This design comes from an exercise in tuning for small area on the open sky130 flow, not from production work.
In this exercise RTL edits were held to simulation tests only and were not proved equivalent to the original.
No activity file was given, so power comes from the tool's default toggle rates.

==> flow/design.v, too long to show whole: its modules and the start of the top module <==
// module lk_hp_upd: 433 lines
// module lk_lp_upd: 419 lines
// module lk_mul_sat: 541 lines
// module lk_sub_sat: 79 lines
// module lk_add_sat: 65 lines
// module lk_neg_sat: 62 lines
// module lockin_top: 177 lines
module lockin_top (
    input  logic                  clk,
    input  logic                  rst,
    input  lockin_pkg::sample_t   i_in1,
    input  lockin_pkg::sample_t   i_in2,
    input  lockin_pkg::bus_word_t i_sys_addr,
    input  lockin_pkg::bus_word_t i_sys_wdata,
    input  logic                  i_sys_wen,
    input  logic                  i_sys_ren,
    output lockin_pkg::sample_t   o_out1,
    output lockin_pkg::sample_t   o_out2,
    output lockin_pkg::sample_t   o_osc1,
    output lockin_pkg::sample_t   o_osc2,
    output lockin_pkg::bus_word_t o_sys_rdata,
    output logic                  o_sys_err,
    output logic                  o_sys_ack
);
  // ...
==> flow/flow/run.sh <==
#!/bin/bash
# The standard layout with two changes:
#  - the port buffers are the smallest buffer cell (buf_1);
#  - ABC maps the logic with an area-oriented script (flow/abc_area.script,
#    amap instead of map). Everything else, registers included, is the
#    standard synthesis and flow: the ORFS scripts are copied unchanged and
#    only abc_area.script is replaced in the copy.
set -o pipefail
rm -rf scripts_area
cp -r "$FLOW_HOME/scripts" scripts_area
chmod -R u+w scripts_area
cp flow/abc_area.script scripts_area/abc_area.script
export BUFFER_PORTS_ARGS="-buffer_cell sky130_fd_sc_hd__buf_1"
bash standard.sh SCRIPTS_DIR="$PWD/scripts_area" finish 2>&1 | tee standard.log
==> flow/flow/abc_area.script <==
strash
dc2
dch -f
amap
topo
stime -c
buffer -c
upsize -c
dnsize -c
==> flow/standard.sh <==
#!/bin/bash
# synth_recipe.tcl (not shown) runs the flow's synth.tcl, then flattens the netlist and writes it again
# the make line also repeats each setting of config.mk as NAME=value (left out here)
make -C /OpenROAD-flow-scripts/flow DESIGN_CONFIG=/design/flow/config.mk WORK_HOME=/design/flow/orfs CLKGATE_MAP_FILE= SYNTH_SCRIPT=/design/flow/synth_recipe.tcl "${@:-finish}"
==> flow/config.mk <==
export PLATFORM = sky130hd
export DESIGN_NAME = lockin_top
export DESIGN_NICKNAME = lockin_top
export VERILOG_FILES = /design/flow/design.v
export SDC_FILE = /design/flow/constraint.sdc
export NUM_CORES = 4
export LEC_CHECK = 0
export ABC_AREA = 1
export CAP_MARGIN = 20
export CORE_MARGIN = 2
export CORE_UTILIZATION = 60
export CTS_BUF_LIST = sky130_fd_sc_hd__clkbuf_8
export CTS_CLUSTER_DIAMETER = 60
export CTS_CLUSTER_SIZE = 12
export PLACE_DENSITY = 0.7
export SLEW_MARGIN = 20
==> flow/constraint.sdc <==
create_clock -name core_clock -period 10.5 [get_ports {clk}]
set_input_delay 2.1000 -clock core_clock [delete_from_list [all_inputs] [get_ports {clk}]]
set_output_delay 2.1000 -clock core_clock [all_outputs]
set_load 0.01 [all_outputs]
==> results list, run 1 <==
- Outcome: no timing/DRC/antenna violations
- Post-CTS repair changed the size of 2 cells.
- Number of DRC violations after detailed routing: 0
- Diode count: 0
- Post-route non-filler standard cell count: 3023
- Number of fillers in the final layout: 3027
- Core footprint: 0.0353 sq mm
- Data buffer area share: 4.01%
- Dividing the synthesized area by the synthesized cell count gives 8.61 sq um.
- When the netlist entered floorplanning its net count stood at ~2800.
* Async SR Flop Fraction: 87.6%
- Largest family of logic cells by synthesized area: compound AO/OA/AOI/OAI gates
- After synthesis the cells add up to 0.0214 sq mm.
- Die height: 193 um
* Power in sequential cells: 1.43 mW
- Launching element of the worst setup path: lacc[1]
* Core Rows: 69
- Worst Reg-to-Reg Cells: 53
- In the synthesized netlist the dominant register cell turns out to be dfrtp_1.
- Number of clock buffer instances in the layout: 33
- End-of-flow core utilization: about 65%
* Int Power: 3.72 mW
* Largest registers: hacc x34, lacc x34
- For the final routed database, the setup TNS stands at 0 ps.
- In this run the critical register-to-register path is captured at lacc[33].
- Critical setup path kind: flop to flop
- For met3 alone, demand over resource in global routing was 12.9%.
- Layout Skew: 30.5 ps
- The first detailed-routing pass took 7 iterations.
==> inputs of run 2 (changes only) <==
--- a/flow/design.v
+++ b/flow/design.v
@@ -319,161 +319,167 @@
     wire s273 = a[0] ^ n239;
     wire c274 = a[0] & n239;
     wire s275 = a[1] ^ n240 ^ c274;
     wire c276 = (a[1] | n240) & (a[1] | c274) & (n240 | c274);
     wire s277 = a[2] ^ n241 ^ c276;
     wire c278 = (a[2] | n241) & (a[2] | c276) & (n241 | c276);
     wire s279 = a[3] ^ n242 ^ c278;
     wire c280 = (a[3] | n242) & (a[3] | c278) & (n242 | c278);
-    wire s281 = a[4] ^ n243 ^ c280;
-    wire c282 = (a[4] | n243) & (a[4] | c280) & (n243 | c280);
+    wire s281 = a[4] ^ n243;
+    wire c282 = a[4] & n243;
     wire s283 = a[5] ^ n244 ^ c282;
     wire c284 = (a[5] | n244) & (a[5] | c282) & (n244 | c282);
-    wire s285 = a[6] ^ n245;
-    wire c286 = a[6] & n245;
+    wire s285 = a[6] ^ n245 ^ c284;
+    wire c286 = (a[6] | n245) & (a[6] | c284) & (n245 | c284);
     wire s287 = a[7] ^ n246 ^ c286;
     wire c288 = (a[7] | n246) & (a[7] | c286) & (n246 | c286);
     wire s289 = a[8] ^ n247 ^ c288;
     wire c290 = (a[8] | n247) & (a[8] | c288) & (n247 | c288);
-    wire s291 = a[9] ^ n248 ^ c290;
-    wire c292 = (a[9] | n248) & (a[9] | c290) & (n248 | c290);
-    wire s293 = a[10] ^ n249 ^ c292;
-    wire c294 = (a[10] | n249) & (a[10] | c292) & (n249 | c292);
-    wire s295 = a[11] ^ n250 ^ c294;
-    wire c296 = (a[11] | n250) & (a[11] | c294) & (n250 | c294);
-    wire n297 = s285 ^ c284;
-    wire n298 = c284 & s285;
+    wire n291 = s281 ^ c280;
+    wire n292 = c280 & s281;
+    wire n293 = s283 ^ n292;
+    wire n294 = s281 & s283;
+    wire n295 = c280 & n294;
+    wire n296 = s285 ^ n295;
+    wire n297 = n294 & s285;
+    wire n298 = c280 & n297;
     wire n299 = s287 ^ n298;
-    wire n300 = s285 & s287;
-    wire n301 = c284 & n300;
+    wire n300 = n297 & s287;
+    wire n301 = c280 & n300;
     wire n302 = s289 ^ n301;
     wire n303 = n300 & s289;
-    wire n304 = c284 & n303;
-    wire n305 = s291 ^ n304;
-    wire n306 = n303 & s291;
-    wire n307 = c284 & n306;
-    wire n308 = s293 ^ n307;
-    wire n309 = n306 & s293;
-    wire n310 = c284 & n309;
-    wire n311 = s295 ^ n310;
-    wire n312 = n309 & s295;
-    wire n313 = c284 & n312;
-    wire n314 = c296 | n313;
-    wire s315 = a[12] ^ n251;
-    wire c316 = a[12] & n251;
-    wire s317 = a[13] ^ n252 ^ c316;
-    wire c318 = (a[13] | n252) & (a[13] | c316) & (n252 | c316);
-    wire s319 = a[14] ^ n253 ^ c318;
-    wire c320 = (a[14] | n253) & (a[14] | c318) & (n253 | c318);
-    wire s321 = a[15] ^ n254 ^ c320;
-    wire c322 = (a[15] | n254) & (a[15] | c320) & (n254 | c320);
-    wire s323 = a[16] ^ n255 ^ c322;
-    wire c324 = (a[16] | n255) & (a[16] | c322) & (n255 | c322);
-    wire s325 = a[17] ^ n256 ^ c324;
-    wire c326 = (a[17] | n256) & (a[17] | c324) & (n256 | c324);
-    wire n327 = s315 ^ n314;
-    wire n328 = n314 & s315;
-    wire n329 = s317 ^ n328;
-    wire n330 = s315 & s317;
-    wire n331 = n314 & n330;
-    wire n332 = s319 ^ n331;
-    wire n333 = n330 & s319;
-    wire n334 = n314 & n333;
-    wire n335 = s321 ^ n334;
-    wire n336 = n333 & s321;
-    wire n337 = n314 & n336;
-    wire n338 = s323 ^ n337;
-    wire n339 = n336 & s323;
-    wire n340 = n314 & n339;
-    wire n341 = s325 ^ n340;
-    wire n342 = n339 & s325;
-    wire n343 = n314 & n342;
-    wire n344 = c326 | n343;
-    wire s345 = a[18] ^ n257;
-    wire c346 = a[18] & n257;
-    wire s347 = a[19] ^ n258 ^ c346;
-    wire c348 = (a[19] | n258) & (a[19] | c346) & (n258 | c346);
-    wire s349 = a[20] ^ n259 ^ c348;
-    wire c350 = (a[20] | n259) & (a[20] | c348) & (n259 | c348);
-    wire s351 = a[21] ^ n260 ^ c350;
-    wire c352 = (a[21] | n260) & (a[21] | c350) & (n260 | c350);
-    wire s353 = a[22] ^ n261 ^ c352;
-    wire c354 = (a[22] | n261) & (a[22] | c352) & (n261 | c352);
-    wire s355 = a[23] ^ n262 ^ c354;
-    wire c356 = (a[23] | n262) & (a[23] | c354) & (n262 | c354);
-    wire n357 = s345 ^ n344;
-    wire n358 = n344 & s345;
-    wire n359 = s347 ^ n358;
-    wire n360 = s345 & s347;
-    wire n361 = n344 & n360;
-    wire n362 = s349 ^ n361;
-    wire n363 = n360 & s349;
-    wire n364 = n344 & n363;
-    wire n365 = s351 ^ n364;
-    wire n366 = n363 & s351;
-    wire n367 = n344 & n366;
-    wire n368 = s353 ^ n367;
-    wire n369 = n366 & s353;
-    wire n370 = n344 & n369;
-    wire n371 = s355 ^ n370;
-    wire n372 = n369 & s355;
-    wire n373 = n344 & n372;
-    wire n374 = c356 | n373;
-    wire s375 = a[24] ^ n263;
-    wire c376 = a[24] & n263;
-    wire s377 = a[25] ^ n264 ^ c376;
-    wire c378 = (a[25] | n264) & (a[25] | c376) & (n264 | c376);
-    wire s379 = a[26] ^ n265 ^ c378;
-    wire c380 = (a[26] | n265) & (a[26] | c378) & (n265 | c378);
-    wire s381 = a[27] ^ n266 ^ c380;
-    wire c382 = (a[27] | n266) & (a[27] | c380) & (n266 | c380);
-    wire s383 = a[28] ^ n267 ^ c382;
-    wire c384 = (a[28] | n267) & (a[28] | c382) & (n267 | c382);
-    wire n385 = s375 ^ n374;
-    wire n386 = n374 & s375;
-    wire n387 = s377 ^ n386;
-    wire n388 = s375 & s377;
-    wire n389 = n374 & n388;
-    wire n390 = s379 ^ n389;
-    wire n391 = n388 & s379;
-    wire n392 = n374 & n391;
-    wire n393 = s381 ^ n392;
-    wire n394 = n391 & s381;
-    wire n395 = n374 & n394;
-    wire n396 = s383 ^ n395;
-    wire n397 = n394 & s383;
-    wire n398 = n374 & n397;
-    wire n399 = c384 | n398;
-    wire s400 = a[29] ^ n268;
-    wire c401 = a[29] & n268;
-    wire s402 = a[30] ^ n269 ^ c401;
-    wire c403 = (a[30] | n269) & (a[30] | c401) & (n269 | c401);
-    wire s404 = a[31] ^ n270 ^ c403;
-    wire c405 = (a[31] | n270) & (a[31] | c403) & (n270 | c403);
-    wire s406 = a[32] ^ n271 ^ c405;
-    wire c407 = (a[32] | n271) & (a[32] | c405) & (n271 | c405);
-    wire s408 = a[33] ^ n272 ^ c407;
-    wire c409 = (a[33] | n272) & (a[33] | c407) & (n272 | c407);
-    wire n410 = s400 ^ n399;
-    wire n411 = n399 & s400;
-    wire n412 = s402 ^ n411;
-    wire n413 = s400 & s402;
-    wire n414 = n399 & n413;
-    wire n415 = s404 ^ n414;
-    wire n416 = n413 & s404;
-    wire n417 = n399 & n416;
-    wire n418 = s406 ^ n417;
-    wire n419 = n416 & s406;
-    wire n420 = n399 & n419;
-    wire n421 = s408 ^ n420;
-    wire n422 = n419 & s408;
-    wire n423 = n399 & n422;
-    wire n424 = c409 | n423;
-    assign y = {n421, n418, n415, n412, n410, n396, n393, n390, n387, n385, n371, n368, n365, n362, n359, n357, n341, n338, n335, n332, n329, n327, n311, n308, n305, n302, n299, n297, s283, s281, s279, s277, s275, s273};
+    wire n304 = c280 & n303;
+    wire n305 = c290 | n304;
+    wire s306 = a[9] ^ n248;
+    wire c307 = a[9] & n248;
+    wire s308 = a[10] ^ n249 ^ c307;
+    wire c309 = (a[10] | n249) & (a[10] | c307) & (n249 | c307);
+    wire s310 = a[11] ^ n250 ^ c309;
+    wire c311 = (a[11] | n250) & (a[11] | c309) & (n250 | c309);
+    wire s312 = a[12] ^ n251 ^ c311;
+    wire c313 = (a[12] | n251) & (a[12] | c311) & (n251 | c311);
+    wire s314 = a[13] ^ n252 ^ c313;
+    wire c315 = (a[13] | n252) & (a[13] | c313) & (n252 | c313);
+    wire n316 = s306 ^ n305;
+    wire n317 = n305 & s306;
+    wire n318 = s308 ^ n317;
+    wire n319 = s306 & s308;
+    wire n320 = n305 & n319;
+    wire n321 = s310 ^ n320;
+    wire n322 = n319 & s310;
+    wire n323 = n305 & n322;
+    wire n324 = s312 ^ n323;
+    wire n325 = n322 & s312;
+    wire n326 = n305 & n325;
+    wire n327 = s314 ^ n326;
+    wire n328 = n325 & s314;
+    wire n329 = n305 & n328;
+    wire n330 = c315 | n329;
+    wire s331 = a[14] ^ n253;
+    wire c332 = a[14] & n253;
+    wire s333 = a[15] ^ n254 ^ c332;
+    wire c334 = (a[15] | n254) & (a[15] | c332) & (n254 | c332);
+    wire s335 = a[16] ^ n255 ^ c334;
+    wire c336 = (a[16] | n255) & (a[16] | c334) & (n255 | c334);
+    wire s337 = a[17] ^ n256 ^ c336;
+    wire c338 = (a[17] | n256) & (a[17] | c336) & (n256 | c336);
+    wire s339 = a[18] ^ n257 ^ c338;
+    wire c340 = (a[18] | n257) & (a[18] | c338) & (n257 | c338);
+    wire n341 = s331 ^ n330;
+    wire n342 = n330 & s331;
+    wire n343 = s333 ^ n342;
+    wire n344 = s331 & s333;
+    wire n345 = n330 & n344;
+    wire n346 = s335 ^ n345;
+    wire n347 = n344 & s335;
+    wire n348 = n330 & n347;
+    wire n349 = s337 ^ n348;
+    wire n350 = n347 & s337;
+    wire n351 = n330 & n350;
+    wire n352 = s339 ^ n351;
+    wire n353 = n350 & s339;
+    wire n354 = n330 & n353;
+    wire n355 = c340 | n354;
+    wire s356 = a[19] ^ n258;
+    wire c357 = a[19] & n258;
+    wire s358 = a[20] ^ n259 ^ c357;
+    wire c359 = (a[20] | n259) & (a[20] | c357) & (n259 | c357);
+    wire s360 = a[21] ^ n260 ^ c359;
+    wire c361 = (a[21] | n260) & (a[21] | c359) & (n260 | c359);
+    wire s362 = a[22] ^ n261 ^ c361;
+    wire c363 = (a[22] | n261) & (a[22] | c361) & (n261 | c361);
+    wire s364 = a[23] ^ n262 ^ c363;
+    wire c365 = (a[23] | n262) & (a[23] | c363) & (n262 | c363);
+    wire n366 = s356 ^ n355;
+    wire n367 = n355 & s356;
+    wire n368 = s358 ^ n367;
+    wire n369 = s356 & s358;
+    wire n370 = n355 & n369;
+    wire n371 = s360 ^ n370;
+    wire n372 = n369 & s360;
+    wire n373 = n355 & n372;
+    wire n374 = s362 ^ n373;
+    wire n375 = n372 & s362;
+    wire n376 = n355 & n375;
+    wire n377 = s364 ^ n376;
+    wire n378 = n375 & s364;
+    wire n379 = n355 & n378;
+    wire n380 = c365 | n379;
+    wire s381 = a[24] ^ n263;
+    wire c382 = a[24] & n263;
+    wire s383 = a[25] ^ n264 ^ c382;
+    wire c384 = (a[25] | n264) & (a[25] | c382) & (n264 | c382);
+    wire s385 = a[26] ^ n265 ^ c384;
+    wire c386 = (a[26] | n265) & (a[26] | c384) & (n265 | c384);
+    wire s387 = a[27] ^ n266 ^ c386;
+    wire c388 = (a[27] | n266) & (a[27] | c386) & (n266 | c386);
+    wire s389 = a[28] ^ n267 ^ c388;
+    wire c390 = (a[28] | n267) & (a[28] | c388) & (n267 | c388);
+    wire n391 = s381 ^ n380;
+    wire n392 = n380 & s381;
+    wire n393 = s383 ^ n392;
+    wire n394 = s381 & s383;
+    wire n395 = n380 & n394;
+    wire n396 = s385 ^ n395;
+    wire n397 = n394 & s385;
+    wire n398 = n380 & n397;
+    wire n399 = s387 ^ n398;
+    wire n400 = n397 & s387;
+    wire n401 = n380 & n400;
+    wire n402 = s389 ^ n401;
+    wire n403 = n400 & s389;
+    wire n404 = n380 & n403;
+    wire n405 = c390 | n404;
+    wire s406 = a[29] ^ n268;
+    wire c407 = a[29] & n268;
+    wire s408 = a[30] ^ n269 ^ c407;
+    wire c409 = (a[30] | n269) & (a[30] | c407) & (n269 | c407);
+    wire s410 = a[31] ^ n270 ^ c409;
+    wire c411 = (a[31] | n270) & (a[31] | c409) & (n270 | c409);
+    wire s412 = a[32] ^ n271 ^ c411;
+    wire c413 = (a[32] | n271) & (a[32] | c411) & (n271 | c411);
+    wire s414 = a[33] ^ n272 ^ c413;
+    wire c415 = (a[33] | n272) & (a[33] | c413) & (n272 | c413);
+    wire n416 = s406 ^ n405;
+    wire n417 = n405 & s406;
+    wire n418 = s408 ^ n417;
+    wire n419 = s406 & s408;
+    wire n420 = n405 & n419;
+    wire n421 = s410 ^ n420;
+    wire n422 = n419 & s410;
+    wire n423 = n405 & n422;
+    wire n424 = s412 ^ n423;
+    wire n425 = n422 & s412;
+    wire n426 = n405 & n425;
+    wire n427 = s414 ^ n426;
+    wire n428 = n425 & s414;
+    wire n429 = n405 & n428;
+    wire n430 = c415 | n429;
+    assign y = {n427, n424, n421, n418, n416, n402, n399, n396, n393, n391, n377, n374, n371, n368, n366, n352, n349, n346, n343, n341, n327, n324, n321, n318, n316, n302, n299, n296, n293, n291, s279, s277, s275, s273};
 endmodule
 module lk_lp_upd (
     input  logic [33:0] a,
     input  logic [13:0] x,
     input  logic [3:0]  s,
     output logic [33:0] y
 );
     wire n0 = a[0] | a[1];
@@ -551,105 +557,105 @@
     wire n72 = ~a[32];
     wire n73 = ~a[33];
     wire s74 = x[0] ^ n60 ^ n59;
     wire c75 = (x[0] | n60) & (x[0] | n59) & (n60 | n59);
     wire s76 = x[1] ^ n61 ^ c75;
     wire c77 = (x[1] | n61) & (x[1] | c75) & (n61 | c75);
     wire s78 = x[2] ^ n62 ^ c77;
     wire c79 = (x[2] | n62) & (x[2] | c77) & (n62 | c77);
-    wire s80 = x[3] ^ n63 ^ c79;
-    wire c81 = (x[3] | n63) & (x[3] | c79) & (n63 | c79);
-    wire s82 = x[4] ^ n64;
-    wire c83 = x[4] & n64;
+    wire s80 = x[3] ^ n63;
+    wire c81 = x[3] & n63;
+    wire s82 = x[4] ^ n64 ^ c81;
+    wire c83 = (x[4] | n64) & (x[4] | c81) & (n64 | c81);
     wire s84 = x[5] ^ n65 ^ c83;
     wire c85 = (x[5] | n65) & (x[5] | c83) & (n65 | c83);
-    wire s86 = x[6] ^ n66 ^ c85;
-    wire c87 = (x[6] | n66) & (x[6] | c85) & (n66 | c85);
-    wire s88 = x[7] ^ n67 ^ c87;
-    wire c89 = (x[7] | n67) & (x[7] | c87) & (n67 | c87);
-    wire n90 = s82 ^ c81;
-    wire n91 = c81 & s82;
-    wire n92 = s84 ^ n91;
-    wire n93 = s82 & s84;
-    wire n94 = c81 & n93;
-    wire n95 = s86 ^ n94;
-    wire n96 = n93 & s86;
-    wire n97 = c81 & n96;
-    wire n98 = s88 ^ n97;
-    wire n99 = n96 & s88;
-    wire n100 = c81 & n99;
-    wire n101 = c89 | n100;
-    wire s102 = x[8] ^ n68;
-    wire c103 = x[8] & n68;
-    wire s104 = x[9] ^ n69 ^ c103;
-    wire c105 = (x[9] | n69) & (x[9] | c103) & (n69 | c103);
-    wire s106 = x[10] ^ n70 ^ c105;
-    wire c107 = (x[10] | n70) & (x[10] | c105) & (n70 | c105);
-    wire s108 = x[11] ^ n71 ^ c107;
-    wire c109 = (x[11] | n71) & (x[11] | c107) & (n71 | c107);
-    wire n110 = s102 ^ n101;
-    wire n111 = n101 & s102;
-    wire n112 = s104 ^ n111;
-    wire n113 = s102 & s104;
-    wire n114 = n101 & n113;
-    wire n115 = s106 ^ n114;
-    wire n116 = n113 & s106;
-    wire n117 = n101 & n116;
-    wire n118 = s108 ^ n117;
-    wire n119 = n116 & s108;
-    wire n120 = n101 & n119;
-    wire n121 = c109 | n120;
-    wire s122 = x[12] ^ n72;
-    wire c123 = x[12] & n72;
-    wire s124 = x[13] ^ n73 ^ c123;
-    wire c125 = (x[13] | n73) & (x[13] | c123) & (n73 | c123);
-    wire s126 = x[13] ^ n73 ^ c125;
-    wire c127 = (x[13] | n73) & (x[13] | c125) & (n73 | c125);
-    wire n128 = s122 ^ n121;
-    wire n129 = n121 & s122;
-    wire n130 = s124 ^ n129;
-    wire n131 = s122 & s124;
-    wire n132 = n121 & n131;
-    wire n133 = s126 ^ n132;
-    wire n134 = n131 & s126;
-    wire n135 = n121 & n134;
-    wire n136 = c127 | n135;
-    wire n137 = s[0] ? n45 : n44;
-    wire n138 = s[0] ? n46 : n45;
-    wire n139 = s[0] ? n47 : n46;
-    wire n140 = s[0] ? n48 : n47;
-    wire n141 = s[0] ? n49 : n48;
-    wire n142 = s[0] ? n50 : n49;
-    wire n143 = s[0] ? n51 : n50;
-    wire n144 = s[0] ? n52 : n51;
-    wire n145 = s[0] ? n53 : n52;
-    wire n146 = s[0] ? n54 : n53;
-    wire n147 = s[0] ? n55 : n54;
-    wire n148 = s[0] ? n56 : n55;
-    wire n149 = s[0] ? n57 : n56;
-    wire n150 = s[0] ? n58 : n57;
-    wire n151 = s[0] ? s74 : n58;
-    wire n152 = s[0] ? s76 : s74;
-    wire n153 = s[0] ? s78 : s76;
-    wire n154 = s[0] ? s80 : s78;
-    wire n155 = s[0] ? n90 : s80;
-    wire n156 = s[0] ? n92 : n90;
-    wire n157 = s[0] ? n95 : n92;
-    wire n158 = s[0] ? n98 : n95;
-    wire n159 = s[0] ? n110 : n98;
-    wire n160 = s[0] ? n112 : n110;
-    wire n161 = s[0] ? n115 : n112;
-    wire n162 = s[0] ? n118 : n115;
-    wire n163 = s[0] ? n128 : n118;
-    wire n164 = s[0] ? n130 : n128;
-    wire n165 = s[0] ? n133 : n130;
-    wire n166 = s[1] ? n139 : n137;
-    wire n167 = s[1] ? n140 : n138;
-    wire n168 = s[1] ? n141 : n139;
+    wire n86 = s80 ^ c79;
+    wire n87 = c79 & s80;
+    wire n88 = s82 ^ n87;
+    wire n89 = s80 & s82;
+    wire n90 = c79 & n89;
+    wire n91 = s84 ^ n90;
+    wire n92 = n89 & s84;
+    wire n93 = c79 & n92;
+    wire n94 = c85 | n93;
+    wire s95 = x[6] ^ n66;
+    wire c96 = x[6] & n66;
+    wire s97 = x[7] ^ n67 ^ c96;
+    wire c98 = (x[7] | n67) & (x[7] | c96) & (n67 | c96);
+    wire s99 = x[8] ^ n68 ^ c98;
+    wire c100 = (x[8] | n68) & (x[8] | c98) & (n68 | c98);
+    wire n101 = s95 ^ n94;
+    wire n102 = n94 & s95;
+    wire n103 = s97 ^ n102;
+    wire n104 = s95 & s97;
+    wire n105 = n94 & n104;
+    wire n106 = s99 ^ n105;
+    wire n107 = n104 & s99;
+    wire n108 = n94 & n107;
+    wire n109 = c100 | n108;
+    wire s110 = x[9] ^ n69;
+    wire c111 = x[9] & n69;
+    wire s112 = x[10] ^ n70 ^ c111;
+    wire c113 = (x[10] | n70) & (x[10] | c111) & (n70 | c111);
+    wire s114 = x[11] ^ n71 ^ c113;
+    wire c115 = (x[11] | n71) & (x[11] | c113) & (n71 | c113);
+    wire n116 = s110 ^ n109;
+    wire n117 = n109 & s110;
+    wire n118 = s112 ^ n117;
+    wire n119 = s110 & s112;
+    wire n120 = n109 & n119;
+    wire n121 = s114 ^ n120;
+    wire n122 = n119 & s114;
+    wire n123 = n109 & n122;
+    wire n124 = c115 | n123;
+    wire s125 = x[12] ^ n72;
+    wire c126 = x[12] & n72;
+    wire s127 = x[13] ^ n73 ^ c126;
+    wire c128 = (x[13] | n73) & (x[13] | c126) & (n73 | c126);
+    wire s129 = x[13] ^ n73 ^ c128;
+    wire c130 = (x[13] | n73) & (x[13] | c128) & (n73 | c128);
+    wire n131 = s125 ^ n124;
+    wire n132 = n124 & s125;
+    wire n133 = s127 ^ n132;
+    wire n134 = s125 & s127;
+    wire n135 = n124 & n134;
+    wire n136 = s129 ^ n135;
+    wire n137 = n134 & s129;
+    wire n138 = n124 & n137;
+    wire n139 = c130 | n138;
+    wire n140 = s[0] ? n45 : n44;
+    wire n141 = s[0] ? n46 : n45;
+    wire n142 = s[0] ? n47 : n46;
+    wire n143 = s[0] ? n48 : n47;
+    wire n144 = s[0] ? n49 : n48;
+    wire n145 = s[0] ? n50 : n49;
+    wire n146 = s[0] ? n51 : n50;
+    wire n147 = s[0] ? n52 : n51;
+    wire n148 = s[0] ? n53 : n52;
+    wire n149 = s[0] ? n54 : n53;
+    wire n150 = s[0] ? n55 : n54;
+    wire n151 = s[0] ? n56 : n55;
+    wire n152 = s[0] ? n57 : n56;
+    wire n153 = s[0] ? n58 : n57;
+    wire n154 = s[0] ? s74 : n58;
+    wire n155 = s[0] ? s76 : s74;
+    wire n156 = s[0] ? s78 : s76;
+    wire n157 = s[0] ? n86 : s78;
+    wire n158 = s[0] ? n88 : n86;
+    wire n159 = s[0] ? n91 : n88;
+    wire n160 = s[0] ? n101 : n91;
+    wire n161 = s[0] ? n103 : n101;
+    wire n162 = s[0] ? n106 : n103;
+    wire n163 = s[0] ? n116 : n106;
+    wire n164 = s[0] ? n118 : n116;
+    wire n165 = s[0] ? n121 : n118;
+    wire n166 = s[0] ? n131 : n121;
+    wire n167 = s[0] ? n133 : n131;
+    wire n168 = s[0] ? n136 : n133;
     wire n169 = s[1] ? n142 : n140;
     wire n170 = s[1] ? n143 : n141;
     wire n171 = s[1] ? n144 : n142;
     wire n172 = s[1] ? n145 : n143;
     wire n173 = s[1] ? n146 : n144;
     wire n174 = s[1] ? n147 : n145;
     wire n175 = s[1] ? n148 : n146;
     wire n176 = s[1] ? n149 : n147;
@@ -664,21 +670,21 @@
     wire n185 = s[1] ? n158 : n156;
     wire n186 = s[1] ? n159 : n157;
     wire n187 = s[1] ? n160 : n158;
     wire n188 = s[1] ? n161 : n159;
     wire n189 = s[1] ? n162 : n160;
     wire n190 = s[1] ? n163 : n161;
     wire n191 = s[1] ? n164 : n162;
     wire n192 = s[1] ? n165 : n163;
-    wire n193 = s[1] ? n133 : n164;
-    wire n194 = s[1] ? n133 : n165;
-    wire n195 = s[2] ? n170 : n166;
-    wire n196 = s[2] ? n171 : n167;
-    wire n197 = s[2] ? n172 : n168;
+    wire n193 = s[1] ? n166 : n164;
+    wire n194 = s[1] ? n167 : n165;
+    wire n195 = s[1] ? n168 : n166;
+    wire n196 = s[1] ? n136 : n167;
+    wire n197 = s[1] ? n136 : n168;
     wire n198 = s[2] ? n173 : n169;
     wire n199 = s[2] ? n174 : n170;
     wire n200 = s[2] ? n175 : n171;
     wire n201 = s[2] ? n176 : n172;
     wire n202 = s[2] ? n177 : n173;
     wire n203 = s[2] ? n178 : n174;
     wire n204 = s[2] ? n179 : n175;
     wire n205 = s[2] ? n180 : n176;
@@ -691,23 +697,23 @@
     wire n212 = s[2] ? n187 : n183;
     wire n213 = s[2] ? n188 : n184;
     wire n214 = s[2] ? n189 : n185;
     wire n215 = s[2] ? n190 : n186;
     wire n216 = s[2] ? n191 : n187;
     wire n217 = s[2] ? n192 : n188;
     wire n218 = s[2] ? n193 : n189;
     wire n219 = s[2] ? n194 : n190;
-    wire n220 = s[2] ? n133 : n191;
-    wire n221 = s[2] ? n133 : n192;
-    wire n222 = s[2] ? n133 : n193;
-    wire n223 = s[2] ? n133 : n194;
-    wire n224 = s[3] ? n203 : n195;
-    wire n225 = s[3] ? n204 : n196;
-    wire n226 = s[3] ? n205 : n197;
+    wire n220 = s[2] ? n195 : n191;
+    wire n221 = s[2] ? n196 : n192;
+    wire n222 = s[2] ? n197 : n193;
+    wire n223 = s[2] ? n136 : n194;
+    wire n224 = s[2] ? n136 : n195;
+    wire n225 = s[2] ? n136 : n196;
+    wire n226 = s[2] ? n136 : n197;
     wire n227 = s[3] ? n206 : n198;
     wire n228 = s[3] ? n207 : n199;
     wire n229 = s[3] ? n208 : n200;
     wire n230 = s[3] ? n209 : n201;
     wire n231 = s[3] ? n210 : n202;
     wire n232 = s[3] ? n211 : n203;
     wire n233 = s[3] ? n212 : n204;
     wire n234 = s[3] ? n213 : n205;
@@ -716,183 +722,189 @@
     wire n237 = s[3] ? n216 : n208;
     wire n238 = s[3] ? n217 : n209;
     wire n239 = s[3] ? n218 : n210;
     wire n240 = s[3] ? n219 : n211;
     wire n241 = s[3] ? n220 : n212;
     wire n242 = s[3] ? n221 : n213;
     wire n243 = s[3] ? n222 : n214;
     wire n244 = s[3] ? n223 : n215;
-    wire n245 = s[3] ? n133 : n216;
-    wire n246 = s[3] ? n133 : n217;
-    wire n247 = s[3] ? n133 : n218;
-    wire n248 = s[3] ? n133 : n219;
-    wire n249 = s[3] ? n133 : n220;
-    wire n250 = s[3] ? n133 : n221;
-    wire n251 = s[3] ? n133 : n222;
-    wire n252 = s[3] ? n133 : n223;
-    wire s253 = a[0] ^ n224;
-    wire c254 = a[0] & n224;
-    wire s255 = a[1] ^ n225 ^ c254;
-    wire c256 = (a[1] | n225) & (a[1] | c254) & (n225 | c254);
-    wire s257 = a[2] ^ n226 ^ c256;
-    wire c258 = (a[2] | n226) & (a[2] | c256) & (n226 | c256);
-    wire s259 = a[3] ^ n227 ^ c258;
-    wire c260 = (a[3] | n227) & (a[3] | c258) & (n227 | c258);
-    wire s261 = a[4] ^ n228;
-    wire c262 = a[4] & n228;
-    wire s263 = a[5] ^ n229 ^ c262;
-    wire c264 = (a[5] | n229) & (a[5] | c262) & (n229 | c262);
-    wire s265 = a[6] ^ n230 ^ c264;
-    wire c266 = (a[6] | n230) & (a[6] | c264) & (n230 | c264);
-    wire s267 = a[7] ^ n231 ^ c266;
-    wire c268 = (a[7] | n231) & (a[7] | c266) & (n231 | c266);
-    wire s269 = a[8] ^ n232 ^ c268;
-    wire c270 = (a[8] | n232) & (a[8] | c268) & (n232 | c268);
-    wire n271 = s261 ^ c260;
-    wire n272 = c260 & s261;
-    wire n273 = s263 ^ n272;
-    wire n274 = s261 & s263;
-    wire n275 = c260 & n274;
-    wire n276 = s265 ^ n275;
-    wire n277 = n274 & s265;
-    wire n278 = c260 & n277;
-    wire n279 = s267 ^ n278;
-    wire n280 = n277 & s267;
-    wire n281 = c260 & n280;
-    wire n282 = s269 ^ n281;
-    wire n283 = n280 & s269;
-    wire n284 = c260 & n283;
-    wire n285 = c270 | n284;
-    wire s286 = a[9] ^ n233;
-    wire c287 = a[9] & n233;
-    wire s288 = a[10] ^ n234 ^ c287;
-    wire c289 = (a[10] | n234) & (a[10] | c287) & (n234 | c287);
-    wire s290 = a[11] ^ n235 ^ c289;
-    wire c291 = (a[11] | n235) & (a[11] | c289) & (n235 | c289);
-    wire s292 = a[12] ^ n236 ^ c291;
-    wire c293 = (a[12] | n236) & (a[12] | c291) & (n236 | c291);
-    wire s294 = a[13] ^ n237 ^ c293;
-    wire c295 = (a[13] | n237) & (a[13] | c293) & (n237 | c293);
-    wire n296 = s286 ^ n285;
-    wire n297 = n285 & s286;
+    wire n245 = s[3] ? n224 : n216;
+    wire n246 = s[3] ? n225 : n217;
+    wire n247 = s[3] ? n226 : n218;
+    wire n248 = s[3] ? n136 : n219;
+    wire n249 = s[3] ? n136 : n220;
+    wire n250 = s[3] ? n136 : n221;
+    wire n251 = s[3] ? n136 : n222;
+    wire n252 = s[3] ? n136 : n223;
+    wire n253 = s[3] ? n136 : n224;
+    wire n254 = s[3] ? n136 : n225;
+    wire n255 = s[3] ? n136 : n226;
+    wire s256 = a[0] ^ n227;
+    wire c257 = a[0] & n227;
+    wire s258 = a[1] ^ n228 ^ c257;
+    wire c259 = (a[1] | n228) & (a[1] | c257) & (n228 | c257);
+    wire s260 = a[2] ^ n229 ^ c259;
+    wire c261 = (a[2] | n229) & (a[2] | c259) & (n229 | c259);
+    wire s262 = a[3] ^ n230;
+    wire c263 = a[3] & n230;
+    wire s264 = a[4] ^ n231 ^ c263;
+    wire c265 = (a[4] | n231) & (a[4] | c263) & (n231 | c263);
+    wire s266 = a[5] ^ n232 ^ c265;
+    wire c267 = (a[5] | n232) & (a[5] | c265) & (n232 | c265);
+    wire s268 = a[6] ^ n233 ^ c267;
+    wire c269 = (a[6] | n233) & (a[6] | c267) & (n233 | c267);
+    wire n270 = s262 ^ c261;
+    wire n271 = c261 & s262;
+    wire n272 = s264 ^ n271;
+    wire n273 = s262 & s264;
+    wire n274 = c261 & n273;
+    wire n275 = s266 ^ n274;
+    wire n276 = n273 & s266;
+    wire n277 = c261 & n276;
+    wire n278 = s268 ^ n277;
+    wire n279 = n276 & s268;
+    wire n280 = c261 & n279;
+    wire n281 = c269 | n280;
+    wire s282 = a[7] ^ n234;
+    wire c283 = a[7] & n234;
+    wire s284 = a[8] ^ n235 ^ c283;
+    wire c285 = (a[8] | n235) & (a[8] | c283) & (n235 | c283);
+    wire s286 = a[9] ^ n236 ^ c285;
+    wire c287 = (a[9] | n236) & (a[9] | c285) & (n236 | c285);
+    wire s288 = a[10] ^ n237 ^ c287;
+    wire c289 = (a[10] | n237) & (a[10] | c287) & (n237 | c287);
+    wire n290 = s282 ^ n281;
+    wire n291 = n281 & s282;
+    wire n292 = s284 ^ n291;
+    wire n293 = s282 & s284;
+    wire n294 = n281 & n293;
+    wire n295 = s286 ^ n294;
+    wire n296 = n293 & s286;
+    wire n297 = n281 & n296;
     wire n298 = s288 ^ n297;
-    wire n299 = s286 & s288;
-    wire n300 = n285 & n299;
-    wire n301 = s290 ^ n300;
-    wire n302 = n299 & s290;
-    wire n303 = n285 & n302;
-    wire n304 = s292 ^ n303;
-    wire n305 = n302 & s292;
-    wire n306 = n285 & n305;
-    wire n307 = s294 ^ n306;
-    wire n308 = n305 & s294;
-    wire n309 = n285 & n308;
-    wire n310 = c295 | n309;
-    wire s311 = a[14] ^ n238;
-    wire c312 = a[14] & n238;
-    wire s313 = a[15] ^ n239 ^ c312;
-    wire c314 = (a[15] | n239) & (a[15] | c312) & (n239 | c312);
-    wire s315 = a[16] ^ n240 ^ c314;
-    wire c316 = (a[16] | n240) & (a[16] | c314) & (n240 | c314);
-    wire s317 = a[17] ^ n241 ^ c316;
-    wire c318 = (a[17] | n241) & (a[17] | c316) & (n241 | c316);
-    wire s319 = a[18] ^ n242 ^ c318;
-    wire c320 = (a[18] | n242) & (a[18] | c318) & (n242 | c318);
-    wire n321 = s311 ^ n310;
-    wire n322 = n310 & s311;
-    wire n323 = s313 ^ n322;
-    wire n324 = s311 & s313;
-    wire n325 = n310 & n324;
-    wire n326 = s315 ^ n325;
-    wire n327 = n324 & s315;
-    wire n328 = n310 & n327;
-    wire n329 = s317 ^ n328;
-    wire n330 = n327 & s317;
-    wire n331 = n310 & n330;
-    wire n332 = s319 ^ n331;
-    wire n333 = n330 & s319;
-    wire n334 = n310 & n333;
-    wire n335 = c320 | n334;
-    wire s336 = a[19] ^ n243;
-    wire c337 = a[19] & n243;
-    wire s338 = a[20] ^ n244 ^ c337;
-    wire c339 = (a[20] | n244) & (a[20] | c337) & (n244 | c337);
-    wire s340 = a[21] ^ n245 ^ c339;
-    wire c341 = (a[21] | n245) & (a[21] | c339) & (n245 | c339);
-    wire s342 = a[22] ^ n246 ^ c341;
-    wire c343 = (a[22] | n246) & (a[22] | c341) & (n246 | c341);
-    wire s344 = a[23] ^ n247 ^ c343;
-    wire c345 = (a[23] | n247) & (a[23] | c343) & (n247 | c343);
-    wire n346 = s336 ^ n335;
-    wire n347 = n335 & s336;
-    wire n348 = s338 ^ n347;
-    wire n349 = s336 & s338;
-    wire n350 = n335 & n349;
-    wire n351 = s340 ^ n350;
-    wire n352 = n349 & s340;
-    wire n353 = n335 & n352;
-    wire n354 = s342 ^ n353;
-    wire n355 = n352 & s342;
-    wire n356 = n335 & n355;
-    wire n357 = s344 ^ n356;
-    wire n358 = n355 & s344;
-    wire n359 = n335 & n358;
-    wire n360 = c345 | n359;
-    wire s361 = a[24] ^ n248;
-    wire c362 = a[24] & n248;
-    wire s363 = a[25] ^ n249 ^ c362;
-    wire c364 = (a[25] | n249) & (a[25] | c362) & (n249 | c362);
-    wire s365 = a[26] ^ n250 ^ c364;
-    wire c366 = (a[26] | n250) & (a[26] | c364) & (n250 | c364);
-    wire s367 = a[27] ^ n251 ^ c366;
-    wire c368 = (a[27] | n251) & (a[27] | c366) & (n251 | c366);
-    wire s369 = a[28] ^ n252 ^ c368;
-    wire c370 = (a[28] | n252) & (a[28] | c368) & (n252 | c368);
-    wire n371 = s361 ^ n360;
-    wire n372 = n360 & s361;
-    wire n373 = s363 ^ n372;
-    wire n374 = s361 & s363;
-    wire n375 = n360 & n374;
-    wire n376 = s365 ^ n375;
-    wire n377 = n374 & s365;
-    wire n378 = n360 & n377;
-    wire n379 = s367 ^ n378;
-    wire n380 = n377 & s367;
-    wire n381 = n360 & n380;
-    wire n382 = s369 ^ n381;
-    wire n383 = n380 & s369;
-    wire n384 = n360 & n383;
-    wire n385 = c370 | n384;
-    wire s386 = a[29] ^ n133;
-    wire c387 = a[29] & n133;
-    wire s388 = a[30] ^ n133 ^ c387;
-    wire c389 = (a[30] | n133) & (a[30] | c387) & (n133 | c387);
-    wire s390 = a[31] ^ n133 ^ c389;
-    wire c391 = (a[31] | n133) & (a[31] | c389) & (n133 | c389);
-    wire s392 = a[32] ^ n133 ^ c391;
-    wire c393 = (a[32] | n133) & (a[32] | c391) & (n133 | c391);
-    wire s394 = a[33] ^ n133 ^ c393;
-    wire c395 = (a[33] | n133) & (a[33] | c393) & (n133 | c393);
-    wire n396 = s386 ^ n385;
-    wire n397 = n385 & s386;
-    wire n398 = s388 ^ n397;
-    wire n399 = s386 & s388;
-    wire n400 = n385 & n399;
-    wire n401 = s390 ^ n400;
-    wire n402 = n399 & s390;
-    wire n403 = n385 & n402;
-    wire n404 = s392 ^ n403;
-    wire n405 = n402 & s392;
-    wire n406 = n385 & n405;
-    wire n407 = s394 ^ n406;
-    wire n408 = n405 & s394;
-    wire n409 = n385 & n408;
-    wire n410 = c395 | n409;
-    assign y = {n407, n404, n401, n398, n396, n382, n379, n376, n373, n371, n357, n354, n351, n348, n346, n332, n329, n326, n323, n321, n307, n304, n301, n298, n296, n282, n279, n276, n273, n271, s259, s257, s255, s253};
+    wire n299 = n296 & s288;
+    wire n300 = n281 & n299;
+    wire n301 = c289 | n300;
+    wire s302 = a[11] ^ n238;
+    wire c303 = a[11] & n238;
+    wire s304 = a[12] ^ n239 ^ c303;
+    wire c305 = (a[12] | n239) & (a[12] | c303) & (n239 | c303);
+    wire s306 = a[13] ^ n240 ^ c305;
+    wire c307 = (a[13] | n240) & (a[13] | c305) & (n240 | c305);
+    wire s308 = a[14] ^ n241 ^ c307;
+    wire c309 = (a[14] | n241) & (a[14] | c307) & (n241 | c307);
+    wire n310 = s302 ^ n301;
+    wire n311 = n301 & s302;
+    wire n312 = s304 ^ n311;
+    wire n313 = s302 & s304;
+    wire n314 = n301 & n313;
+    wire n315 = s306 ^ n314;
+    wire n316 = n313 & s306;
+    wire n317 = n301 & n316;
+    wire n318 = s308 ^ n317;
+    wire n319 = n316 & s308;
+    wire n320 = n301 & n319;
+    wire n321 = c309 | n320;
+    wire s322 = a[15] ^ n242;
+    wire c323 = a[15] & n242;
+    wire s324 = a[16] ^ n243 ^ c323;
+    wire c325 = (a[16] | n243) & (a[16] | c323) & (n243 | c323);
+    wire s326 = a[17] ^ n244 ^ c325;
+    wire c327 = (a[17] | n244) & (a[17] | c325) & (n244 | c325);
+    wire s328 = a[18] ^ n245 ^ c327;
+    wire c329 = (a[18] | n245) & (a[18] | c327) & (n245 | c327);
+    wire n330 = s322 ^ n321;
+    wire n331 = n321 & s322;
+    wire n332 = s324 ^ n331;
+    wire n333 = s322 & s324;
+    wire n334 = n321 & n333;
+    wire n335 = s326 ^ n334;
+    wire n336 = n333 & s326;
+    wire n337 = n321 & n336;
+    wire n338 = s328 ^ n337;
+    wire n339 = n336 & s328;
+    wire n340 = n321 & n339;
+    wire n341 = c329 | n340;
+    wire s342 = a[19] ^ n246;
+    wire c343 = a[19] & n246;
+    wire s344 = a[20] ^ n247 ^ c343;
+    wire c345 = (a[20] | n247) & (a[20] | c343) & (n247 | c343);
+    wire s346 = a[21] ^ n248 ^ c345;
+    wire c347 = (a[21] | n248) & (a[21] | c345) & (n248 | c345);
+    wire s348 = a[22] ^ n249 ^ c347;
+    wire c349 = (a[22] | n249) & (a[22] | c347) & (n249 | c347);
+    wire s350 = a[23] ^ n250 ^ c349;
+    wire c351 = (a[23] | n250) & (a[23] | c349) & (n250 | c349);
+    wire n352 = s342 ^ n341;
+    wire n353 = n341 & s342;
+    wire n354 = s344 ^ n353;
+    wire n355 = s342 & s344;
+    wire n356 = n341 & n355;
+    wire n357 = s346 ^ n356;
+    wire n358 = n355 & s346;
+    wire n359 = n341 & n358;
+    wire n360 = s348 ^ n359;
+    wire n361 = n358 & s348;
+    wire n362 = n341 & n361;
+    wire n363 = s350 ^ n362;
+    wire n364 = n361 & s350;
+    wire n365 = n341 & n364;
+    wire n366 = c351 | n365;
+    wire s367 = a[24] ^ n251;
+    wire c368 = a[24] & n251;
+    wire s369 = a[25] ^ n252 ^ c368;
+    wire c370 = (a[25] | n252) & (a[25] | c368) & (n252 | c368);
+    wire s371 = a[26] ^ n253 ^ c370;
+    wire c372 = (a[26] | n253) & (a[26] | c370) & (n253 | c370);
+    wire s373 = a[27] ^ n254 ^ c372;
+    wire c374 = (a[27] | n254) & (a[27] | c372) & (n254 | c372);
+    wire s375 = a[28] ^ n255 ^ c374;
+    wire c376 = (a[28] | n255) & (a[28] | c374) & (n255 | c374);
+    wire n377 = s367 ^ n366;
+    wire n378 = n366 & s367;
+    wire n379 = s369 ^ n378;
+    wire n380 = s367 & s369;
+    wire n381 = n366 & n380;
+    wire n382 = s371 ^ n381;
+    wire n383 = n380 & s371;
+    wire n384 = n366 & n383;
+    wire n385 = s373 ^ n384;
+    wire n386 = n383 & s373;
+    wire n387 = n366 & n386;
+    wire n388 = s375 ^ n387;
+    wire n389 = n386 & s375;
+    wire n390 = n366 & n389;
+    wire n391 = c376 | n390;
+    wire s392 = a[29] ^ n136;
+    wire c393 = a[29] & n136;
+    wire s394 = a[30] ^ n136 ^ c393;
+    wire c395 = (a[30] | n136) & (a[30] | c393) & (n136 | c393);
+    wire s396 = a[31] ^ n136 ^ c395;
+    wire c397 = (a[31] | n136) & (a[31] | c395) & (n136 | c395);
+    wire s398 = a[32] ^ n136 ^ c397;
+    wire c399 = (a[32] | n136) & (a[32] | c397) & (n136 | c397);
+    wire s400 = a[33] ^ n136 ^ c399;
+    wire c401 = (a[33] | n136) & (a[33] | c399) & (n136 | c399);
+    wire n402 = s392 ^ n391;
+    wire n403 = n391 & s392;
+    wire n404 = s394 ^ n403;
+    wire n405 = s392 & s394;
+    wire n406 = n391 & n405;
+    wire n407 = s396 ^ n406;
+    wire n408 = n405 & s396;
+    wire n409 = n391 & n408;
+    wire n410 = s398 ^ n409;
+    wire n411 = n408 & s398;
+    wire n412 = n391 & n411;
+    wire n413 = s400 ^ n412;
+    wire n414 = n411 & s400;
+    wire n415 = n391 & n414;
+    wire n416 = c401 | n415;
+    assign y = {n413, n410, n407, n404, n402, n388, n385, n382, n379, n377, n363, n360, n357, n354, n352, n338, n335, n332, n330, n318, n315, n312, n310, n298, n295, n292, n290, n278, n275, n272, n270, s260, s258, s256};
 endmodule
 module lk_mul_sat (
     input  logic [13:0] a,
     input  logic [13:0] b,
     output logic [13:0] y
 );
     wire two0 = b[1] & ~b[0];
     wire n1 = a[0] ^ b[1];
==> flow/flow/run.sh (replaced) <==
#!/bin/bash
# The standard layout with two changes:
#  - the port buffers are the smallest buffer cell (buf_1);
#  - ABC maps the logic with an area-oriented script (flow/abc_area.script,
#    amap with more area iterations instead of map, and no ABC buffering
#    or upsizing, which the layout repairs do instead). Everything else, registers included, is the
#    standard synthesis and flow: the ORFS scripts are copied unchanged and
#    only abc_area.script is replaced in the copy.
set -o pipefail
rm -rf scripts_area
cp -r "$FLOW_HOME/scripts" scripts_area
chmod -R u+w scripts_area
cp flow/abc_area.script scripts_area/abc_area.script
export BUFFER_PORTS_ARGS="-buffer_cell sky130_fd_sc_hd__buf_1"
bash standard.sh SCRIPTS_DIR="$PWD/scripts_area" finish 2>&1 | tee standard.log
==> flow/flow/abc_area.script (replaced) <==
strash
dc2
dch
amap -F 8 -A 16
topo
stime -c
dnsize -c
==> run 2 against run 1 <==
Net effect: sequential share of layout area is 0.23 points higher; critical path depth unchanged; hold slack gained 10 ps; area after synthesis shrank 5.1%.
==> results list, run 2 <==
- Number of distinct standard cells referenced by the synthesized netlist: 47
- Dividing the detail-routed wire length by the instance count gives between 20 and 30 um.
- Starting utilization of the core area: around 61%
- After synthesis the netlist holds a flip-flop and latch count of 226.
- Headroom to the max-slew limit: 25.3%
* Antenna violations before repair: 2
- Clock tree synthesis selected as its root buffer the cell clkbuf_8.
- Die height: 188 um (-2.5%)
- For this run, the top clock speed supported by timing is between 90 and 100 MHz.
- Number of flops mapped to enable cells by yosys: 0
- Synthesis handed over a netlist of 2285 instances.
- Accumulated negative setup slack: 0 ps (unchanged)
- The clock tree skew after final layout came to 39.7 ps (+9.21 ps).
- For this design the static power due to leakage is 8.62 nW.
- On the critical path the largest part of the delay comes from simple AND/OR/NAND/NOR gates.
- Maximum number of buffers from clock root to sink: 3
- Fraction of layout instances using a drive strength above 1: between 5 and 6%
- Most common cell on crit path: nand2_1
- First-pass GRT wire length: 121 mm
* Final worst hold slack: 525 ps
* Overflow left after global routing: 0
* Synth cell count leaders: clkinv_1, o22ai_1, nor2_1
- The final count of hold timing violations is 0.
* Buffers and inverters on the worst path: 5
* Pin count of the biggest net entering global routing: 132
* Number of DRC violations after detailed routing: 0 (unchanged)
- The length of the first detailed-routing pass in iterations is 14 (+7).
- Critical setup path kind: flop to flop
* # setup viols final: 0
- Cell with the largest stage delay on the worst path: fa_1
* Half-perimeter wire length after placement: 61.6 mm
* Mapped Avg Cell Area: 8.89 sq um (+3.2%)
- Routability-driven placement congestion ratio: roughly 1.1
- For the worst setup path, the data required time is 11000 ps.
* Growth of design area from synthesis to finish: 11.5%
* Period utilisation layout: 95.9%
* Synth Warn #: 1
- Fin crit period: 10070 ps
- By area the synthesized netlist is led by dfrtp_1, fa_1, o22ai_1.
- The min-delay analysis places its worst path in the category flop to flop.
- Peak supply drop: roughly 0.3 mV
- Most common cell in the netlist: clkinv_1
- Nature of the critical path startpoint: flop
- GR Util All Layers: a little under half
- Clock-pin transition on the worst setup and hold timing paths: around 90 ps
- The net count after synthesis is 2651 (-6.9%).
* Placement-stage worst setup slack: -76.7 ps
* Nets: 2900
- PortBufs: roughly 170
* Data arrival time of the critical path: around 11000 ps
- Sequential elements use a little over a quarter of the synthesized area.
- In this run, the number of DRC markers left after iteration 0 of detailed routing was 3600.
- The max-slew violation total from the final report was 0.
* Highest fanout seen on the critical path: 4
* Element type at the critical path end: flop
- Largest registers: hacc x34, lacc x34
- Count of max-cap constraint violations: 0
* Number of fillers in the final layout: 2734 (-9.7%)
* Setup slack after layout: 430 ps
- The routed design has 81.1 mm of wire.
- For the pin with the worst max-slew slack, the measured transition is 1110 ps.
- The share of synthesized flip-flops with an asynchronous set or reset is 87.6% (unchanged).
- The die is 188 um wide.
* Clock tree from TritonCTS: yes
- The number of hold buffers added after CTS was 0.
* Htree depth: 1
* Detailed-route via count: between 20000 and 25000
- Number of global-route vias before repair: approximately 21000
- Cts bufs inserted: 29
* Predominant post-synthesis flop cell: dfrtp_1
* Antenna Violating Nets Remaining: 0
- Clock tree synthesis found a total of approximately 230 sinks.
- Power spread over the standard cell area amounts to approximately 320 mW/mm^2.
* Vias per cell: 7.15
- Leaving out fill and tap cells, the most frequent cell in the layout is clkinv_1.
* Core Rows: 67 (-2.9%)
* Synthesized cell area: 0.0203 sq mm (-5.1%)
* Outcome: no timing/DRC/antenna violations
* Area share of the largest cell type after synthesis: 24.1%
* Most area-hungry cell type in the Yosys netlist: dfrtp_1
* Stage delay of the slowest cell on the critical path: 510 ps
- Commonest non-fill, non-tap cells in the layout: clkinv_1, o22ai_1, o21ai_0
* Core footprint: 0.0334 sq mm (-5.3%)
* Insertion delay to the later sink of the worst-skew pair: 640 ps
* Top-level port count: 186
* Die footprint: 0.0353 sq mm
[run 2: cell types whose count changed after synthesis, moves of 22 or more]
cell	change
clkbuf_1	-154
o22a_1	-82
a22oi_1	+25
inv_2	-22
clkinv_1	+295
a221oi_1	+51
o21ai_0	+117
nand2_1	+48
o22ai_1	-62
nor2_1	-85
inv_1	-287
a222oi_1	+35
o21a_1	-30
a21oi_1	+45
[run 2: metrics by stage]
stage / utilization (%) / area (sq um) / cells / power [mW]
floorplan: - / 20300 / 2285 / 4.73
global placement: 65.2 / 21800 / 2940 / 5.97
detailed placement: 65.2 / 21800 / 2940 / 6.17
CTS: 67.1 / 22500 / 2993 / 6.96
global route: 67.7 / 22600 / 3004 / 7.79
finish: 67.7 / 22600 / 3005 / 7.22
[run 2: repair_timing]
| item | in CTS | in global routing |
|---|---|---|
| buffers inserted | 0 | 11 |
| resized for setup | 2 | 33 |
| endpoints found under the setup margin | 2 | 9 |
| pin swaps | 0 | 16 |
[run 2: cell type report]
class                      instances  area, sq um  share of cell area [%]
antenna                            1         2.50                  0.0110
multi-input combinational       1729        13600                    60.2
inverter                         311         1170                    5.19
clock buffer                      30          413                    1.82
clock inverter                    23          213                   0.939
tap                              448          561                    2.48
timing repair buffer             237         1130                    5.01
sequential                       226         5520                    24.4
[run 2: worst register-to-register path: cells and delay by family (launching register included)]
kind / cells / cell delay, ps
simple gates: 31 / 5100
flops: 1 / 400
buf+inv: 5 / 370
compound gates: 10 / 1680
fa+ha+maj: 7 / 2380
[run 2: layer usage]
layer | GRT usage, % | vias to the layer above | wire (um) | share of wire [%]
li1 | - | 9152 | - | -
met1 | 58.8 | 10100 | 29700 | 37
met2 | 67.5 | 1742 | 34100 | 42
met3 | 14.1 | 445 | 11500 | 14
met4 | 25.1 | 2 | 5750 | 7.1
met5 | 1.10 | - | 17 | 0.021
[run 2: power breakdown]
part | switching (mW) | internal, mW | total (mW)
clock | 0.394 | 0.350 | 0.744
sequential | 0.364 | 1.07 | 1.43
combinational | 2.97 | 2.07 | 5.04
[run 2: worst paths after layout]
path / cells after the start / from / end / slack, ps
setup / recovery: 53 / lacc[1] / lacc[33] / 430
hold / removal: 2 / sig_d[5] / rect_q[5] / 530
setup reg to reg: 53 / lacc[1] / lacc[33] / 430
hold reg to reg: 2 / sig_d[5] / rect_q[5] / 530
max in group asynchronous: 3 / rst / gn_q[11] / 7300
min in group asynchronous: 2 / rst / hpt_q[1] / 1690
[run 2: kinds of logic (layout without fill, tap and decap cells)]
kind of cell	Yosys count	in the layout	share of synthesized area (%)
buffers and inverters	330	601	6.45
other	2	3	0.0370
adder cells (fa/ha/maj)	270	270	23.1
flip-flops	226	226	27.2
AO/OA/AOI/OAI	969	969	32.4
AND/OR/NAND/NOR	487	487	10.8
XOR/XNOR	1	1	0.0431

[afterwards: timing with drivers on the ports]
The results above use ideal ports. As a check the final layouts listed here were re-extracted and re-timed, cells and wires unchanged. Step 1 sets driving cells, clkbuf_16 on the clock port and buf_2 on the other inputs (assumed; they add their load-dependent delay and slew). Step 2 times the ports against the registers' clock, not the clock port: input delays grow and output delays shrink by t, the midpoint of the rising clock arrivals with the driver on. a / b / c = ideal / step 1 / step 2; a / b = the first two.
| run | t, ns | slack for setup (ns) | worst hold slack (ns) | clock arrival spread, ns |
|---|---|---|---|---|
| run 1 | 0.671 | 0.425 / 0.425 / 0.425 | 0.515 / 0.515 / 0.515 | 0.032 / 0.031 |
| run 2 | 0.676 | 0.430 / 0.430 / 0.430 | 0.525 / 0.525 / 0.525 | 0.040 / 0.039 |
After both steps every run listed still meets setup and hold.
